This is an optimization exercise on Yosys and OpenROAD, whose aim is small area, not a production implementation. Function was checked by simulation only, so behaviour that the tests miss may differ from the original. No activity file was given, so power comes from the tool's default toggle rates.

## run 1
==> flow/design.v <==
`default_nettype none
package vga_player_pkg;
    localparam int ROW_BITS = 128;
    localparam int BLOCK_PX = 8;
    localparam int BLOCKS_X = 80;
    localparam logic [7:0] READ_CMD = 8'h6B;
endpackage
`default_nettype wire
`timescale 1ns/1ps
`default_nettype none
module vga_player_top #(
    parameter int H_ACTIVE     = 640,
    parameter int H_FRONT      = 16,
    parameter int H_SYNC       = 96,
    parameter int H_BACK       = 80,
    parameter int V_ACTIVE     = 480,
    parameter int V_FRONT      = 1,
    parameter int V_SYNC       = 3,
    parameter int V_BACK       = 36,
    parameter int FRAME_REPEAT = 3,
    parameter int FRAME_COUNT  = 16
) (
    input  wire                             px_clk,
    input  wire                             rst,
    input  wire [2:0]                       color_on,
    input  wire [2:0]                       color_off,
    input  wire [3:0]                       io_in,
    output logic [3:0]                      qspi,
    output logic [5:0]                      rgb,
    output logic                            hsync,
    output logic                            vsync,
    output logic                            sound_p,
    output logic                            sound_n
);
    localparam int H_TOTAL = H_ACTIVE + H_FRONT + H_SYNC + H_BACK;
    localparam int V_TOTAL = V_ACTIVE + V_FRONT + V_SYNC + V_BACK;
    localparam int H_SYNC_START = H_ACTIVE + H_FRONT;
    localparam int V_SYNC_START = V_ACTIVE + V_FRONT;
    localparam int BANDS = V_ACTIVE / 8;
    logic [9:0] h;
    logic [9:0] v;
    always_ff @(posedge px_clk) begin
        if (rst) begin
            h <= '0;
            v <= '0;
        end else if (h == H_TOTAL - 1) begin
            h <= '0;
            if (v == V_TOTAL - 1) begin
                v <= '0;
            end else begin
                v <= v + 1'b1;
            end
        end else begin
            h <= h + 1'b1;
        end
    end
    wire [6:0] band = v[9:3];
    wire       active = h < H_ACTIVE && v < V_ACTIVE;
    logic [3:0] frame_idx;
    logic [1:0] repeat_idx;
    always_ff @(posedge px_clk) begin
        if (rst) begin
            repeat_idx <= '0;
            frame_idx  <= '0;
        end else if (h == H_TOTAL - 1 && v == V_ACTIVE - 1) begin
            if (repeat_idx == FRAME_REPEAT - 1) begin
                repeat_idx <= '0;
                frame_idx  <= frame_idx + 1'b1;
            end else begin
                repeat_idx <= repeat_idx + 1'b1;
            end
        end
    end
    wire read_line = v[2:0] == 3'd0 && (band <= 7'(BANDS - 2) || band == 7'(BANDS));
    wire [5:0] band_next = band == 7'(BANDS) ? 6'd0 : 6'(band[5:0] + 1'b1);
    wire [9:0] row_num = 10'(frame_idx * BANDS) + 10'(band_next);
    logic out_bit;
    always_comb begin
        out_bit = 1'b0;
        if (h >= 10'd2 && h <= 10'd9) begin
            out_bit = vga_player_pkg::READ_CMD[3'(9 - h)];
        end else if (h >= 10'd20 && h <= 10'd29) begin
            out_bit = row_num[4'(29 - h)];
        end
    end
    wire sel   = read_line && h >= 10'd1 && h <= 10'd74;
    wire sclk  = read_line && h >= 10'd2 && h <= 10'd74;
    wire io_oe = read_line && h >= 10'd2 && h <= 10'd33;
    assign qspi = {!sel, sclk, io_oe && out_bit, io_oe};
    wire cap_pix   = read_line && h >= 10'd55 && h <= 10'd74;
    wire cap_sound = read_line && h >= 10'(43 + 4 * repeat_idx) && h <= 10'(46 + 4 * repeat_idx);
    logic [19:0] cache [4];
    logic [19:0] disp [4];
    logic        valid;
    wire xfer_line = v[2:0] == 3'd7 && band <= 7'(BANDS);
    wire xfer = xfer_line && h >= 10'd651 && h <= 10'd670;
    wire rot  = h < H_ACTIVE && h[4:0] == 5'd31;
    always_ff @(posedge px_clk) begin
        for (int k = 0; k < 4; k++) begin
            cache[k] <= {cap_pix ? io_in[3-k] : cache[k][0], cache[k][19:1]};
            if (xfer || rot) begin
                disp[k] <= {xfer ? cache[k][0] : disp[k][0], disp[k][19:1]};
            end
        end
    end
    always_ff @(posedge px_clk) begin
        if (rst) begin
            valid <= 1'b0;
        end else if (xfer) begin
            valid <= 1'b1;
        end
    end
    wire pix_on = active && valid && disp[h[4:3]][0];
    logic [2:0] rgb_q;
    logic       hsync_q;
    logic       vsync_q;
    always_ff @(posedge px_clk) begin
        if (rst) begin
            rgb_q   <= color_off;
            hsync_q <= 1'b1;
            vsync_q <= 1'b1;
        end else begin
            rgb_q   <= pix_on ? color_on : color_off;
            hsync_q <= !(h >= H_SYNC_START && h < H_SYNC_START + H_SYNC);
            vsync_q <= !(v >= V_SYNC_START && v < V_SYNC_START + V_SYNC);
        end
    end
    assign rgb   = {{2{rgb_q[2]}}, {2{rgb_q[1]}}, {2{rgb_q[0]}}};
    assign hsync = hsync_q;
    assign vsync = vsync_q;
    logic [3:0] sring [4];
    logic [1:0] lring [4];
    logic [7:0] threshold;
    logic       sound_q;
    wire low_load   = v[2:0] == 3'd0 && band <= 7'(BANDS) && (h == 10'd1 || h == 10'd2);
    wire sound_load = h == 10'd0 && v[2:0] == 3'd0
        && ((band != 7'd0 && band <= 7'(BANDS - 1)) || (band == 7'd0 && valid));
    wire half_band  = h == 10'd0 && v[2:0] == 3'd4;
    wire [7:0] word_hi = {sring[0][3], sring[1][3], sring[2][3], sring[3][3],
                          sring[0][0], sring[1][0], sring[2][0], sring[3][0]};
    wire [7:0] word_lo = {lring[0][1], lring[1][1], lring[2][1], lring[3][1],
                          lring[0][0], lring[1][0], lring[2][0], lring[3][0]};
    always_ff @(posedge px_clk) begin
        for (int k = 0; k < 4; k++) begin
            sring[k] <= {cap_sound ? io_in[3-k] : sring[k][0], sring[k][3:1]};
            lring[k] <= {low_load ? sring[k][0] : lring[k][0], lring[k][1]};
        end
    end
    wire [7:0] counter = {2'(h[7:6] + v[1:0]), h[5:0]};
    always_ff @(posedge px_clk) begin
        if (rst) begin
            threshold <= '0;
            sound_q   <= 1'b0;
        end else begin
            if (sound_load) begin
                threshold <= word_hi;
            end else if (half_band && valid) begin
                threshold <= word_lo;
            end
            sound_q <= counter < threshold;
        end
    end
    assign sound_p = sound_q;
    assign sound_n = !sound_q;
endmodule
`default_nettype wire
Settings: LEC_CHECK=0, CAP_MARGIN=20, CORE_MARGIN=2, CORE_UTILIZATION=40, SLEW_MARGIN=20; clock period 31.75 ns.
run.sh (not shown) runs the stock make flow with config.mk's settings and CLKGATE_MAP_FILE= SYNTH_SCRIPT=/design/flow/synth_recipe.tcl, a recipe that flattens the netlist after the stock synthesis.
Relative to run 1, the following input files were edited for run 2:
Settings: putting CTS_CLUSTER_DIAMETER at 150 where nothing was set; putting CTS_CLUSTER_SIZE at 26 where nothing was set; swapping 40 for 60 in CORE_UTILIZATION; putting CTS_BUF_LIST at sky130_fd_sc_hd__clkbuf_16 where nothing was set.
### Flow results
Higher final worst setup slack was reported by run 1, not run 2. Summary of run 2 over run 1: internal reg-to-reg setup slack rose by 0.07 ns, cell area fell by 5.5%.
Inputs modified between run 2 and run 3:
Settings: a change of CTS_CLUSTER_SIZE from 26 to 20; a change of CTS_CLUSTER_DIAMETER from 150 to 120.
--- outcome ---
Run 2 → run 3: via total after detailed routing +0.64%, worst-case clock skew ~0 delta, global-route usage ~0 delta.
The final reports for run 3 and run 2 show final total power higher in the former.
| setup slack | run 3 vs run 2 | 0.011 ns higher |
The worst endpoint data arrival time on run 3 is in line with that on run 2.
Run 3 against run 2: met3 wire length grew by 27 µm; part of the power in the clock network picked up an extra 2.4 points.
Delta (run 3 minus run 2): count of non-filler cells in the finished layout went up; critical path's largest stage delay did not really move.

[re-timing with driven ports]
The flow's constraints put no driver on any port. The routed layouts listed below were extracted and timed again, unchanged, in two steps.
Step 1, drivers: a clkbuf_16 drives px_clk and a buf_2 each remaining input, both assumed.
Step 2 also shifts input and output timing later by t, the mid clock arrival at the registers, as if the neighbouring blocks saw the same clock.
a / b / c = ideal ports / drivers / drivers and shift; a / b = the first two.
run	t (ns)	setup WS [ns]	worst setup path after step 2
run 1	0.546	20.755 / 20.713 / 21.259	register to output
run 2	0.500	20.740 / 20.699 / 21.199	register to output
run 3	0.497	20.751 / 20.713 / 21.210	register to output
After both steps every run listed still meets setup and hold.
